Source: an optimization exercise on an open RTL-to-GDS flow (aim: small area, a short achievable clock period and few clock cycles). Production flows keep margins and buffers that such runs may drop.
In this exercise RTL edits were held to simulation tests only and were not proved equivalent to the original.

==> design/flow/design.v <==
package yrm_pkg;
	typedef struct packed {
		logic [7:0] red;
		logic [7:0] green;
		logic [7:0] blue;
	} rgb_t;
	function automatic logic [2:0] dig3(input logic [1:0] d);
		dig3 = {d == 2'd2, d == 2'd1, d == 2'd0 || d == 2'd3};
	endfunction
	function automatic logic [2:0] add3(input logic [2:0] a, input logic [2:0] b);
		add3[0] = (a[0] & b[0]) | (a[1] & b[2]) | (a[2] & b[1]);
		add3[1] = (a[0] & b[1]) | (a[1] & b[0]) | (a[2] & b[2]);
		add3[2] = (a[0] & b[2]) | (a[2] & b[0]) | (a[1] & b[1]);
	endfunction
	function automatic logic [2:0] mod3(input logic [9:0] v);
		mod3 = add3(add3(add3(dig3(v[1:0]), dig3(v[3:2])), add3(dig3(v[5:4]), dig3(v[7:6]))),
			dig3(v[9:8]));
	endfunction
endpackage
module yrm_chroma (
	input  logic [7:0]         u,
	input  logic [7:0]         v,
	output logic signed [18:0] kr,
	output logic signed [18:0] kg,
	output logic signed [18:0] kb,
	output logic               gb_sel
);
	logic signed [18:0] su, sv;
	assign su = $signed({11'b0, u});
	assign sv = $signed({11'b0, v});
	assign kr = sv * 19'sd409 - 19'sd56992;
	assign kg = 19'sd34784 - su * 19'sd100 - sv * 19'sd208;
	assign kb = su * 19'sd516 - 19'sd70688;
	assign gb_sel = 15'(7'd77 * 15'(u) + 5'd26 * 15'(v)) <= 15'd13184;
endmodule
module yrm_luma (
	input  logic [7:0]         luma,
	output logic signed [18:0] py
);
	assign py = $signed({11'b0, luma}) * 19'sd298;
endmodule
module yrm_convert (
	input  logic signed [18:0] py,
	input  logic signed [18:0] kr,
	input  logic signed [18:0] kg,
	input  logic signed [18:0] kb,
	output yrm_pkg::rgb_t      rgb
);
	logic signed [18:0] accr, accg, accb;
	function automatic logic [7:0] clamp8(input logic signed [18:0] acc);
		if (acc[18]) begin
			clamp8 = 8'd0;
		end else if (acc[17:16] != 2'b00) begin
			clamp8 = 8'hff;
		end else begin
			clamp8 = acc[15:8];
		end
	endfunction
	assign accr = py + kr;
	assign accg = py + kg;
	assign accb = py + kb;
	assign rgb.red   = clamp8(accr);
	assign rgb.green = clamp8(accg);
	assign rgb.blue  = clamp8(accb);
endmodule
module yrm_red_mask (
	input  yrm_pkg::rgb_t rgb_in,
	input  logic          gb_sel,
	input  logic          mask,
	output yrm_pkg::rgb_t rgb_out
);
	logic [7:0]         r, g, b, hi, lo;
	logic signed [8:0]  t;
	logic signed [12:0] lin;
	logic               simple, red;
	assign r  = rgb_in.red;
	assign g  = rgb_in.green;
	assign b  = rgb_in.blue;
	assign hi = gb_sel ? g : b;
	assign lo = gb_sel ? b : g;
	assign t  = $signed({1'b0, r}) - $signed({1'b0, hi});
	assign lin = 13'(t) * 13'sd5 + $signed({4'b0, lo, 1'b0});
	assign simple = r >= 8'd115 && hi[7:6] == 2'b00;
	assign red    = simple || lin >= 13'sd638;
	assign rgb_out.red   = mask ? 8'd0 : r;
	assign rgb_out.green = mask ? {8{red}} : g;
	assign rgb_out.blue  = mask ? 8'd0 : b;
endmodule
module yuyv_to_rgb_red_mask_core (
	input  logic       clk,
	input  logic       arst_n,
	input  logic       pix_in_valid,
	output logic       pix_in_ready,
	input  logic [7:0] pix_in_luma0,
	input  logic [7:0] pix_in_chroma_u,
	input  logic [7:0] pix_in_luma1,
	input  logic [7:0] pix_in_chroma_v,
	input  logic [9:0] pix_in_column,
	input  logic [8:0] pix_in_row,
	output logic       pix_out_valid,
	input  logic       pix_out_ready,
	output logic [7:0] pix_out_red0,
	output logic [7:0] pix_out_green0,
	output logic [7:0] pix_out_blue0,
	output logic [7:0] pix_out_red1,
	output logic [7:0] pix_out_green1,
	output logic [7:0] pix_out_blue1
);
	logic               v_b, v_c, v_d, ld_b, ld_c, ld_d;
	logic [2:0]         rcol, rrow;
	logic signed [18:0] kr, kg, kb, py0, py1;
	logic signed [18:0] kr_b, kg_b, kb_b, py0_b, py1_b;
	logic               sel, sel_b, sel_c;
	logic               m0_b, m1_b, m0_c, m1_c;
	yrm_pkg::rgb_t      rgb0, rgb1, rgb0_c, rgb1_c, out0, out1, out0_d, out1_d;
	assign ld_d = !v_d || pix_out_ready;
	assign ld_c = !v_c || ld_d;
	assign ld_b = !v_b || ld_c;
	assign pix_in_ready  = !v_b || !v_c || !v_d || pix_out_ready;
	assign pix_out_valid = v_d;
	always_ff @(posedge clk or negedge arst_n) begin
		if (!arst_n) begin
			v_b <= 1'b0;
			v_c <= 1'b0;
			v_d <= 1'b0;
		end else begin
			if (ld_b) v_b <= pix_in_valid;
			if (ld_c) v_c <= v_b;
			if (ld_d) v_d <= v_c;
		end
	end
	assign rcol = yrm_pkg::mod3(pix_in_column);
	assign rrow = yrm_pkg::mod3({1'b0, pix_in_row});
	yrm_chroma u_chroma (.u(pix_in_chroma_u), .v(pix_in_chroma_v), .kr(kr), .kg(kg), .kb(kb),
		.gb_sel(sel));
	yrm_luma   u_luma0  (.luma(pix_in_luma0), .py(py0));
	yrm_luma   u_luma1  (.luma(pix_in_luma1), .py(py1));
	always_ff @(posedge clk) begin
		if (ld_b) begin
			kr_b  <= kr;
			kg_b  <= kg;
			kb_b  <= kb;
			py0_b <= py0;
			py1_b <= py1;
			sel_b <= sel;
			m0_b  <= !rrow[0] && !rcol[0];
			m1_b  <= !rrow[0] && !rcol[2];
		end
		if (ld_c) begin
			rgb0_c <= rgb0;
			rgb1_c <= rgb1;
			sel_c  <= sel_b;
			m0_c   <= m0_b;
			m1_c   <= m1_b;
		end
		if (ld_d) begin
			out0_d <= out0;
			out1_d <= out1;
		end
	end
	yrm_convert  u_conv0 (.py(py0_b), .kr(kr_b), .kg(kg_b), .kb(kb_b), .rgb(rgb0));
	yrm_convert  u_conv1 (.py(py1_b), .kr(kr_b), .kg(kg_b), .kb(kb_b), .rgb(rgb1));
	yrm_red_mask u_mask0 (.rgb_in(rgb0_c), .gb_sel(sel_c), .mask(m0_c), .rgb_out(out0));
	yrm_red_mask u_mask1 (.rgb_in(rgb1_c), .gb_sel(sel_c), .mask(m1_c), .rgb_out(out1));
	assign pix_out_red0   = out0_d.red;
	assign pix_out_green0 = out0_d.green;
	assign pix_out_blue0  = out0_d.blue;
	assign pix_out_red1   = out1_d.red;
	assign pix_out_green1 = out1_d.green;
	assign pix_out_blue1  = out1_d.blue;
endmodule
==> design/flow/run.sh <==
#!/bin/bash
# synth_recipe.tcl (not shown) runs the flow's synth.tcl, then flattens the netlist and writes it again
# the make line also repeats each setting of config.mk as NAME=value (left out here)
make -C /OpenROAD-flow-scripts/flow DESIGN_CONFIG=/design/flow/config.mk WORK_HOME=/design/flow/orfs CLKGATE_MAP_FILE= SYNTH_SCRIPT=/design/flow/synth_recipe.tcl finish
==> design/flow/config.mk <==
export PLATFORM = sky130hd
export DESIGN_NAME = yuyv_to_rgb_red_mask_core
export DESIGN_NICKNAME = yuyv_to_rgb_red_mask_core
export VERILOG_FILES = /design/flow/design.v
export SDC_FILE = /design/flow/constraint.sdc
export NUM_CORES = 4
export LEC_CHECK = 0
export CAP_MARGIN = 20
export CORE_MARGIN = 2
export CORE_UTILIZATION = 40
export PLACE_DENSITY = 0.6
export SLEW_MARGIN = 20
==> design/flow/constraint.sdc <==
create_clock -name core_clock -period 6.5 [get_ports {clk}]
set_input_delay 1.3000 -clock core_clock [delete_from_list [all_inputs] [get_ports {clk}]]
set_output_delay 1.3000 -clock core_clock [all_outputs]
set_load 0.01 [all_outputs]
==> run notes <==
==> stage by stage <==
stage | utilization | setup WS [ns]
floorplan | - | 0.382
global placement | 0.449 | -0.408
detailed placement | 0.449 | -0.604
CTS | 0.462 | 0.00168
global route | 0.464 | 0.0122
finish | 0.464 | 0.188
==> worst max path at each step <==
stage	cells past startpoint	endpoint	slack, ns	start
3_3_place_gp	23	sel_b$_DFFE_PP_	-0.41	pix_in_chroma_v[1]
4_1_cts	23	sel_b$_DFFE_PP_	0.002	pix_in_chroma_v[1]
6_report	22	sel_b$_DFFE_PP_	0.19	pix_in_chroma_v[3]
3_5_place_dp	22	sel_b$_DFFE_PP_	-0.60	pix_in_chroma_v[1]
2_1_floorplan	22	sel_b$_DFFE_PP_	0.38	pix_in_chroma_v[1]
5_1_grt	25	sel_b$_DFFE_PP_	0.01	pix_in_chroma_v[3]
==> layout make-up <==
cell class	instances	share of cell area
tap	664	0.0367
timing repair buffer	159	0.0650
sequential	188	0.249
clock buffer	17	0.0188
multi-input combinational	1443	0.574
inverter	299	0.0496
clock inverter	15	0.00752
==> what timing repair did <==
action	in CTS	in global routing
cloned	0	0
pin swaps	7	10
setup endpoints to repair	1	1
gates resized for setup	3	16
setup buffers	3	0
==> cell families after synthesis <==
group                    synth area share
adder cells (fa/ha/maj)             0.316
AO/OA/AOI/OAI                       0.153
AND/OR/NAND/NOR                    0.0941
buffers and inverters              0.0608
flip-flops                          0.286
XOR/XNOR                           0.0697
multiplexers                       0.0206
==> layer usage <==
metal	wire length, um	global-route usage	vias to the layer above
li1	-	-	7282
met1	21200	0.239	6850
met2	21100	0.304	231
met3	1120	0.0191	60
met4	1110	0.0570	0
met5	0	0	-
==> state kept, by name, summed over array words and instances, names as in the netlist <==
name    count
out0_d     24
out1_d     24
rgb0_c     24
rgb1_c     24
kr_b       18
kg_b       17
kb_b       16
py0_b      16
py1_b      16
m0_b        1
m0_c        1
m1_b        1
m1_c        1
sel_b       1
sel_c       1
v_b         1
v_c         1
v_d         1
==> critical path: cells and delay by family <==
kind / cells / cell delay, ns
compound gates: 4 / 0.68
xor+xnor: 2 / 0.31
fa+ha+maj: 7 / 2.76
buf+inv: 7 / 0.97
simple gates: 2 / 0.59
==> cells in the final DEF (no fill, tap or decap), types with 11 or more instances in the layout <==
master	n
a222oi_1	14
a211o_1	13
a21o_1	31
a21oi_1	105
nand2_1	66
o21a_1	56
nand2b_1	13
buf_4	54
clkdlybuf4s50_1	102
inv_1	298
xnor2_1	91
edfxtp_1	185
nor3_1	44
ha_1	380
fa_1	70
or3_1	11
clkbuf_16	17
nand3_1	17
nand4_1	13
nor2_1	116
a31oi_1	17
xor2_1	59
o21bai_1	25
nor2b_1	40
o21ai_0	47
mux2i_1	27
==> summary.md <==
| Metric | Value |
|---|---|
| Run status | timing/DRC/antenna clean |
| Largest net degree at the start of global routing | 69 |
| Share of layout cells above drive strength 1 | 0.0736 |
| Die footprint | 51000 um^2 |
| Grt ovf | 0 |
| Mapped Area | 19700 um^2 |
| Worst clock skew | 0.0125 ns |
| Diode count | 0 |
| GRT Resource Usage Total | 0.179 |
| Critical path cell sequence | clkdlybuf4s50_1, ha_1, inv_1, fa_1, inv_1, ha_1, a21oi_1, o21bai_1, buf_4, xor2_4, ha_1, fa_1, inv_1, fa_1, inv_1, ha_2, a21oi_2, buf_4, xor2_1, nor4_1, or4b_1, a31oi_1 |
| Synth Flop Type | edfxtp_1 |
| Design area | 22600 um^2 |
| Die H | 226 um |
| Syn nets | 2459 |
| # setup viols final | 0 |
| WL/cell | 16.0 um |
| Post-Syn Instances | 1950 |
| Max Freq | 158 MHz |
| Arr. time, crit path | 6.61 ns |
| DR pass1 iterations | 6 |
| Flops & latches, synth | 188 |
| Critical path required time | 6.80 ns |
| Antenna-violating nets left | 0 |
| Worst reg-to-reg path cell count | 21 |
| Core area | 48700 um^2 |
| Die outline width | 226 um |
| Port Buf Inserts | 104 |
| R2r startpoint | sel_c$_DFFE_PP_ |
| Final Cycle Share | 0.971 |
| H-tree depth | 4 |
| Area of the multi-input gates | 13000 um^2 |
| CTS tree | built |
| Slowest Stage Delay on Critical Path | 0.52 ns |
| Max clock buf depth | 2 |
| Fin cells | 2785 |
| Skew-Pair Late Insertion Delay | 0.46 ns |
| DRC Markers | 0 |
| Top cells by area, synth | edfxtp_1, ha_1, fa_1 |
| Fin. Hold Viols | 0 |
| Yosys top cell area share | 0.282 |
| Worst-path clk slew | 0.08 ns |
| First-pass GRT wire length | 72800 um |
| Hold buffer count at CTS | 0 |
| Rows | 81 |
| Number of max-cap violations | 0 |
| Sink Count | 188 |
| Placed cells | 2750 |
| Crit Reg-Reg Endpoint | out0_d[13]$_DFFE_PP_ |
| I/O Pins | 105 |
| Beginning of the worst hold path | m0_b$_DFFE_PP_ |
| Worst-path maximum fanout | 4 |
| CP dominant cell by count | inv_1 |
| Max_slew headroom | 0.431 |
| Slowest CP cell | fa_1 |
| RSZ-0062 raised after global routing | false |
| Initial DRC count | 763 |
| Final RePlAce weighted congestion | 0.896 |
| CTS root buf | clkbuf_16 |
| Hold path depth | 0 |
| Vias in the first global route | 14.3k |
| Fillers | 4593 |
| Total CTS buffers | 17 |
| Most frequent cells after synthesis | ha_1, inv_1, edfxtp_1, nor2_1, a21oi_1 |
| Drt via density | 5.18 |
| Syn. warnings | 2 |
| Post-layout min period | 6.31 ns |
| Vias post-DR | 14.4k |
| Mean area per synthesized cell | 10.1 um^2 |
| Slew @ Worst Pin | 0.854 ns |
| Drt total wl | 44500 um |
| Synth cell types | 81 |
| Hpwl dp | 37800 um |
| Max Slew Vio Count | 0 |
| Hold slack final | 0.432 ns |
| Library cell with the highest instance count after synthesis | ha_1 |
| Post-synth EDFFs | 185 |
| Async S/R FF share, synth | 0.0160 |
| Setup Crit Path Kind | input pin to flop |
| Synth area leader | edfxtp_1 |
| Initial Util | 0.404 |
| Initial antenna violation count | 1 |
| Startpoint types | input pin |
| Seq/Total Area, Yosys | 0.286 |
| Placed cell areas | 21900 um^2 |
| Crit end category | flop |
| Final Net Count | 2617 |
| Setup TNS | 0 ns |
| R2R Setup Slk | 0.90 ns |
| Worst hold path type | flop to flop |
| Layout Area Growth over Synthesis | 14.9% |
| Worst Hold End | m0_c$_DFFE_PP_ |
| Flip-flop and latch area | 5630 um^2 |
Testbench counts, summed over its fixed seeds: cycles 16,024.

[separate check: timing with driven ports]
In the flow no input, the clock included, has a driving cell. The finished layout below was timed again as built, in two steps.
Step 1 sets driving cells, clkbuf_16 on the clock port and buf_2 on the other inputs (assumed; they add their load-dependent delay and slew).
Step 2 also shifts input and output timing later by t, the mid clock arrival at the registers, as if the neighbouring blocks saw the same clock.
Three values: ideal ports, drivers, drivers and shift; two values: the first two.
shift t [ns]: 0.507
slack for setup (ns): 0.188 / 0.222 / -0.285
hold WS [ns]: 0.432 / 0.432 / 0.432
worst data-port slew with drivers (ns): 0.04
Met with ideal ports but missed after step 2: setup timing in this run. The setup slack of this run moves by +0.034 ns with the drivers and by -0.473 ns with both steps.
